Context: an optimization exercise on an open-source flow, tuned for a short achievable clock period and few clock cycles. The choices shown serve that exercise and are no tape-out recipe. Function was checked by simulation only, so behaviour that the tests miss may differ from the original. Power figures rest on the tool's default switching activity, not on a simulated workload.

==> run a: inputs <==
## lc4_pipeline
module lc4_pipeline (
   input  wire                 gwe,
   input  wire                 i_arst_n,
   output lc4_pkg::word_t      o_imem_addr,
   input  wire lc4_pkg::word_t i_imem_data,
   output lc4_pkg::word_t      o_dmem_addr,
   output logic                o_dmem_we,
   output lc4_pkg::word_t      o_dmem_wdata,
   input  wire lc4_pkg::word_t i_dmem_rdata,
   output lc4_pkg::stall_e     o_wb_stall,
   output lc4_pkg::word_t      o_wb_pc,
   output lc4_pkg::word_t      o_wb_insn,
   output logic                o_wb_rf_we,
   output lc4_pkg::rsel_t      o_wb_rf_wsel,
   output lc4_pkg::word_t      o_wb_rf_wdata,
   output logic                o_wb_nzp_we,
   output lc4_pkg::nzp_t       o_wb_nzp
);
   localparam int NS = 4;   
   function automatic logic [2:0] nzp_of(input logic [15:0] v);
      nzp_of = {v[15], v == 16'd0, !v[15] && (v != 16'd0)};
   endfunction
   function automatic logic [7:0] onehot(input logic [2:0] r);
      onehot = 8'd1 << r;
   endfunction
   logic [15:0] pc, pc_o, pc_a, pc_p1;   
   localparam logic [15:0] K_PC = 16'h8200;
   logic [15:0] pc_x, pc_ax;
   logic        r_boot;   
   logic        r_bub;   
   assign pc    = pc_x ^ K_PC;
   assign pc_a  = pc_ax ^ K_PC;
   assign o_wb_stall = r_bub ? lc4_pkg::STALL_FLUSH : lc4_pkg::STALL_NONE;
   logic        d_valid, stall_q;
   logic [15:0] d_pc, d_pcp1, d_bt, d_insn, d_imm_b;
  ...
clock: 5.0 ns
lec_check: 0
cap_margin: 20
core_margin: 2
core_utilization: 40
setup_slack_margin: 3.0
slew_margin: 20
synth_hierarchical: 1
synth_minimum_keep_size: 0
run.sh (not shown) runs the stock make flow with config.mk's settings and CLKGATE_MAP_FILE= SYNTH_SCRIPT=/design/flow/synth_recipe.tcl, a recipe that flattens the netlist after the stock synthesis.
==> run b (differences from run a) <==
--- a/flow/design.v
+++ b/flow/design.v
@@ -338,11 +338,11 @@
    input  wire [15:0] i,
    output wire        y
 );
    wire c, brc;
    assign c   = !i[13] && !i[12];
-   assign brc = (i[8] && (i[11] || i[10] || i[9])) || (i[9] && (i[11] || i[10]));
+   assign brc = (i[8] && (i[11] || i[10] || i[9])) || (i[11] && i[10] && i[9]);
    assign y   = c && ((i[15] && i[14] && i[11]) || (!i[15] && !i[14] && brc));
 endmodule
 `timescale 1ns/100ps
 `default_nettype none
 module lc4_pipeline (
@@ -368,33 +368,36 @@
       nzp_of = {v[15], v == 16'd0, !v[15] && (v != 16'd0)};
    endfunction
    function automatic logic [7:0] onehot(input logic [2:0] r);
       onehot = 8'd1 << r;
    endfunction
-   logic [15:0] pc, pc_o, pc_a, pc_p1;   
+   logic [15:0] pc, pc_o, pc_p1;   
    localparam logic [15:0] K_PC = 16'h8200;
-   logic [15:0] pc_x, pc_ax;
+   localparam logic [15:0] K_P1 = 16'h8200 + 16'd1;
+   logic [15:0] pc_x, pc_p1x, pc_p1ax;
    logic        r_boot;   
+   logic [15:0] pc_p1a;   
    logic        r_bub;   
    assign pc    = pc_x ^ K_PC;
-   assign pc_a  = pc_ax ^ K_PC;
+   assign pc_p1 = pc_p1x ^ K_P1;
+   assign pc_p1a = pc_p1ax ^ K_P1;
    assign o_wb_stall = r_bub ? lc4_pkg::STALL_FLUSH : lc4_pkg::STALL_NONE;
    logic        d_valid, stall_q;
-   logic [15:0] d_pc, d_pcp1, d_bt, d_insn, d_imm_b;
+   logic [15:0] d_pc, d_pcp1, d_pcp2, d_insn, d_imm_b;
    logic [7:0]  d_rs1h, d_rt1h, d_rd1h;
    logic        d_we, d_use_rs, d_use_rt, d_ldr, d_str, d_br, d_pred, d_sub;
    logic        d_op_add, d_op_addxor, d_op_and, d_op_or, d_op_xor;
    logic        x_valid;
-   logic [15:0] x_pc, x_insn, x_a, x_b, x_sd, x_alt;
+   logic [15:0] x_pc, x_insn, x_a, x_b, x_sd, x_alt, x_altp1;
    logic [NS-1:0] x_sa_m, x_sa_l, x_sa_r, x_sb_m, x_sb_l, x_sb_r, x_subc;
    logic        x_bps;
    logic        x_we, x_ld, x_st, x_brv, x_pred;
    logic        x_mn, x_mz, x_mp;   
    logic        x_misw;             
    logic        x_brl;              
    logic        m_misl;             
-   logic [15:0] m_alt;
+   logic [15:0] m_alt, m_altp1;
    logic [2:0]  x_rd, x_mask;
    logic [7:0]  x_rd1h;
    logic        x_sub, x_op_add, x_op_addxor, x_op_and, x_op_or, x_op_xor;
    logic        m_valid, m_st_v;
    logic [15:0] m_pc, m_insn, m_res, m_mb, m_sd, m_addr;
@@ -412,11 +415,11 @@
    logic [15:0] fi;
    logic [3:0]  f_op;
    logic        f_arith, f_arith_ok, f_logic, f_ldr, f_str, f_const, f_br, f_jmp, f_not;
    logic        f_sub, f_we, f_use_rs, f_use_rt, f_triv, f_pred, f_hazard;
    logic [15:0] f_imm_b, f_off9, f_off11;
-   logic [15:0] f_tgt9, f_tgt11;
+   logic [15:0] f_tgt9, f_tgt11, f_tgt9p1, f_tgt11p1, pc_p2;
    assign fi         = i_imem_data;
    assign f_op       = fi[15:12];
    assign f_arith    = f_op == 4'b0001;
    assign f_arith_ok = f_arith && (fi[5] || !fi[3]);
    assign f_logic    = f_op == 4'b0101;
@@ -437,14 +440,19 @@
                        f_not            ? 16'hFFFF :
                                           {{11{fi[4]}}, fi[4:0]};
    assign f_hazard   = f_sub && fi[2:0] == d_insn[11:9];
    assign f_off9  = {{7{fi[8]}}, fi[8:0]};
    assign f_off11 = {{5{fi[10]}}, fi[10:0]};
-   lc4_add16 u_t9   (.a(pc_a), .b(f_off9),  .ci(1'b1), .s(f_tgt9));
-   lc4_add16 u_t11  (.a(pc_a), .b(f_off11), .ci(1'b1), .s(f_tgt11));
-   lc4_inc16 u_inc  (.a(pc), .s(pc_p1));
+   lc4_add16 u_t9   (.a(pc_p1a), .b(f_off9),  .ci(1'b0), .s(f_tgt9));
+   lc4_add16 u_t11  (.a(pc_p1a), .b(f_off11), .ci(1'b0), .s(f_tgt11));
+   lc4_add16 u_t9p  (.a(pc_p1), .b(f_off9),  .ci(1'b1), .s(f_tgt9p1));
+   lc4_add16 u_t11p (.a(pc_p1), .b(f_off11), .ci(1'b1), .s(f_tgt11p1));
+   lc4_inc16 u_inc  (.a(pc_p1), .s(pc_p2));
    logic stall;
+   logic [15:0] d_bt, d_btp1;
+   lc4_add16 u_bt   (.a(d_pcp1), .b({{7{d_insn[8]}}, d_insn[8:0]}), .ci(1'b0), .s(d_bt));
+   lc4_add16 u_btp  (.a(d_pcp1), .b({{7{d_insn[8]}}, d_insn[8:0]}), .ci(1'b1), .s(d_btp1));
    assign stall = stall_q && d_valid;
    logic        mh_s, mh_t, mh_d, wh_s, wh_t, wh_d;
    logic        a_ld, a_m, a_w, a_rf, b_ld, b_m, b_w, b_rf, b_im, s_ld, s_m, s_w, s_rf;
    logic [15:0] rf_s, rf_t, rf_d;
    logic [15:0] a_nxt, b_nxt, sd_nxt;
@@ -527,12 +535,12 @@
    );
    assign m_nzp_f = {m_res[15], m_z, !m_res[15] && !m_z};
    logic [2:0] ccw_nxt;
    assign ccw_nxt = !(m_valid && m_we) ? ccw : (m_ld ? nzp_of(i_dmem_rdata) : m_nzp_f);
    logic [7:0]  s_malt, s_alt, s_hold, s_t9, s_t11, s_seq, mis_c;
-   logic [15:0] pc_nxt, pc_nxt_o, pc_nxt_a, x_res_o;
-   logic [15:0] pc_rest_n;
+   logic [15:0] pc_nxt, pc_nxt_o, pcp1_nxt, pcp1_nxt_a, x_res_o;
+   logic [15:0] pc_rest_n, pcp1_rest_n;
    logic        s_malt_c, s_alt_c, s_hold_c, s_t9_c, s_t11_c, s_seq_c;
    lc4_fsel u_fsel_c (
       .mislate(m_misl), .brv(x_brv), .m_setcc(m_setcc), .n(m_res[15]), .z(m_z), .mn(x_mn), .mz(x_mz),
       .mp(x_mp), .misw(x_misw), .stall(stall), .boot(r_boot), .fi(fi),
       .mis(x_mis), .s_malt(s_malt_c), .s_alt(s_alt_c), .s_hold(s_hold_c), .s_t9(s_t9_c), .s_t11(s_t11_c),
@@ -551,25 +559,30 @@
    generate
       for (gi = 0; gi < 16; gi++) begin : pcm
          assign pc_rest_n[gi]   = ~((s_malt[gi/2] & m_alt[gi]) |
                                     (s_alt[gi/2] & x_alt[gi]) | (s_hold[gi/2] & pc[gi]) |
                                     (s_seq[gi/2] & pc_p1[gi]));
+         assign pcp1_rest_n[gi] = ~((s_malt[gi/2] & m_altp1[gi]) |
+                                    (s_alt[gi/2] & x_altp1[gi]) | (s_hold[gi/2] & pc_p1[gi]) |
+                                    (s_seq[gi/2] & pc_p2[gi]));
          lc4_pcmux_bit u_pc (.s9(s_t9[gi/2]), .t9(f_tgt9[gi]), .s11(s_t11[gi/2]),
                              .t11(f_tgt11[gi]), .rest_n(pc_rest_n[gi]), .y(pc_nxt[gi]));
+         lc4_pcmux_bit u_p1 (.s9(s_t9[gi/2]), .t9(f_tgt9p1[gi]), .s11(s_t11[gi/2]),
+                             .t11(f_tgt11p1[gi]), .rest_n(pcp1_rest_n[gi]), .y(pcp1_nxt[gi]));
       end
    endgenerate
    lc4_bufv #(16) u_pco (.a(pc_nxt), .y(pc_nxt_o));
-   lc4_bufv #(16) u_pca (.a(pc_nxt), .y(pc_nxt_a));
+   lc4_bufv #(16) u_p1a (.a(pcp1_nxt), .y(pcp1_nxt_a));
    lc4_bufv #(16) u_mad (.a(x_res), .y(x_res_o));
    logic [15:0] m_val_o;
    lc4_bufv #(16) u_mvo (.a(m_ld ? i_dmem_rdata : m_res), .y(m_val_o));
    localparam int DW = 5 * 16 + 3 * 8 + 13;
    logic [DW-1:0] d_cur, d_new, d_nxt;
-   assign d_cur = {d_insn, d_pc, d_pcp1, d_bt, d_imm_b, d_rs1h, d_rt1h,
+   assign d_cur = {d_insn, d_pc, d_pcp1, d_pcp2, d_imm_b, d_rs1h, d_rt1h,
                    d_rd1h, d_we, d_use_rs, d_use_rt, d_ldr, d_str, d_br, d_pred, d_sub,
                    d_op_add, d_op_addxor, d_op_and, d_op_or, d_op_xor};
-   assign d_new = {fi, pc, pc_p1, f_tgt9, f_imm_b, onehot(fi[8:6]),
+   assign d_new = {fi, pc, pc_p1, pc_p2, f_imm_b, onehot(fi[8:6]),
                    onehot(fi[2:0]), onehot(fi[11:9]), f_we, f_use_rs, f_use_rt, f_ldr,
                    f_str, f_br && !f_triv, f_pred, f_sub, !f_logic && !f_const,
                    (!f_logic && !f_const) || (f_logic && !fi[5] && fi[3]),
                    f_logic && (fi[5] || fi[4:3] == 2'b00),
                    f_const || (f_logic && !fi[5] && fi[4:3] == 2'b10),
@@ -584,11 +597,12 @@
    endgenerate
    always_ff @(posedge gwe or negedge i_arst_n) begin
       if (!i_arst_n) begin
          pc_x    <= '0;
          r_boot  <= 1'b0;
-         pc_ax   <= '0;
+         pc_p1x  <= '0;
+         pc_p1ax <= '0;
          d_valid <= 1'b0;
          stall_q <= 1'b0;
          x_valid <= 1'b0;
          x_brv   <= 1'b0;
          x_brl   <= 1'b0;
@@ -598,11 +612,12 @@
          ccw     <= 3'b000;
          for (int k = 0; k < 8; k++) rf[k] <= '0;
       end else begin
          pc_x   <= pc_nxt ^ K_PC;
          r_boot <= 1'b1;
-         pc_ax   <= pc_nxt_a ^ K_PC;
+         pc_p1x  <= pcp1_nxt ^ K_P1;
+         pc_p1ax <= pcp1_nxt_a ^ K_P1;
          if (x_mis || m_misl) begin
             d_valid <= 1'b0;
          end else if (!stall) begin
             d_valid <= r_boot;
          end
@@ -623,11 +638,11 @@
       r_bub       <= !m_valid;
       o_wb_rf_we  <= m_valid && m_we;
       o_wb_nzp_we <= m_valid && m_we;
    end
    always_ff @(posedge gwe) begin
-      {d_insn, d_pc, d_pcp1, d_bt, d_imm_b, d_rs1h, d_rt1h, d_rd1h, d_we,
+      {d_insn, d_pc, d_pcp1, d_pcp2, d_imm_b, d_rs1h, d_rt1h, d_rd1h, d_we,
        d_use_rs, d_use_rt, d_ldr, d_str, d_br, d_pred, d_sub, d_op_add, d_op_addxor,
        d_op_and, d_op_or, d_op_xor} <= d_nxt;
       x_pc     <= d_pc;
       x_insn   <= d_insn;
       x_a      <= a_nxt;
@@ -640,10 +655,11 @@
       x_sb_l   <= sb_l_nxt;
       x_sb_r   <= sb_r_nxt;
       x_subc   <= sub_nxt;
       x_bps    <= d_str && x_valid && x_we && |(d_rd1h & x_rd1h);
       x_alt    <= d_pred ? d_pcp1 : d_bt;
+      x_altp1  <= d_pred ? d_pcp2 : d_btp1;
       x_we     <= d_we;
       x_ld     <= d_ldr;
       x_st     <= d_str;
       x_mn     <= d_insn[11] != d_pred;
       x_mz     <= d_insn[10] != d_pred;
@@ -667,10 +683,11 @@
       m_z    <= x_zero;
       m_sd   <= x_bps ? (m_ld ? i_dmem_rdata : m_res) : x_sd;
       m_we   <= x_we;
       m_setcc <= x_valid && x_we && !m_misl;
       m_alt   <= x_alt;
+      m_altp1 <= x_altp1;
       m_ld   <= x_ld;
       m_rd   <= x_rd;
       m_rd1h <= x_rd1h;
       w_val  <= m_ld ? i_dmem_rdata : m_res;
       w_we   <= m_we;
==> notes <==
Between run b and run a, the lower fmax is in run b (gap about 1.2%, measured against run a).
Hold slack is about the same in run b and run a.
In critical path depth, run b and run a do not differ.
Of run a and run b, run b has the higher wire length (gap 14%, measured against run b).
Design area: run b is larger than run a (about 16%).
Of run b and run a, run b has the higher count of clock-buffer cells in the layout (gap 14).
In run b the final cell count is larger than in run a, by about 24%.
Of run a and run b, run b has the higher die area (gap about 15%, measured against run b).
Between run a and run b, the lower power is in run a (gap 17%, measured against run b).
Between run a and run b, the lower global-route usage is in run b (gap 0.16 points).
Run a went through all stages and came out clean. Run b produced a clean layout.
Of run b and run a, run b has the higher synthesized area (gap 18%, measured against run a).
==> figures <==
                                                                   run b      run a
Final non-filler cell area                                     45600 um2  39200 um2
# nets final                                                        3948       3134
Final cell count without fillers                                    5140       4137
Final wirelength                                               124000 um  106000 um
Proportion of total power due to net switching                     35.9%      32.5%
Share of the clock period used by the worst path after layout      42.7%      42.1%
Status                                          timing/DRC/antenna clean  timing/DRC/antenna clean
Number of sequential cells                                           702        654
Final Skew                                                       15.0 ps    35.7 ps
Post-Synthesis Cells                                                3659       2870
Tapcell count                                                       1165        978
Proportion of power drawn by the clock network                     27.6%      30.7%
Global-route met1 utilization                                      33.4%      33.0%
Depth of the worst register-to-register path                           9         11
Multi-input logic cell count                                        2558       1895
Number of iterations in the first detailed-routing pass                8          7
Non-clock buffering overhead                                       7.90%      8.80%
Layout Utilization                                                 51.3%      51.7%
Power dissipated in combinational cells                          7000 uW    4660 uW
Clk sinks                                                            702        654
Floorplan core area                                            88800 um2  75700 um2
Routability congestion estimate from global placement              0.932      0.920
Grt met2 use                                                       41.4%      41.9%
Testbench counts of run a, summed over its fixed seeds: cycles 9,453.
Testbench counts of run b, summed over its fixed seeds: cycles 9,598.

## what the ideal ports hide
In the flow no input, the clock included, has a driving cell. The finished layouts below were timed again as built, in two steps.
Step 1: set_driving_cell puts a clkbuf_16 on gwe and a buf_2 on each other input, an assumption about the parent block.
Step 2 times the ports against the registers' clock, not the clock port: input delays grow and output delays shrink by t, the midpoint of the rising clock arrivals with the driver on.
a / b / c = no drivers / after step 1 / after step 2; a / b = the first two.
run	t, ns	setup slack, ns	worst hold slack (ns)	slew at the worst register clock pin (ns)	worst data-port slew with drivers (ns)
run a	0.684	2.893 / 2.831 / 2.158	0.322 / 0.322 / 0.322	0.07 / 0.07	0.18
run b	0.709	2.867 / 2.788 / 2.079	0.322 / 0.322 / 0.322	0.07 / 0.07	0.29
After both steps every run listed still meets setup and hold. For run b, which loses most, drivers alone change the setup slack by -0.079 ns; drivers and shift together by -0.788 ns.
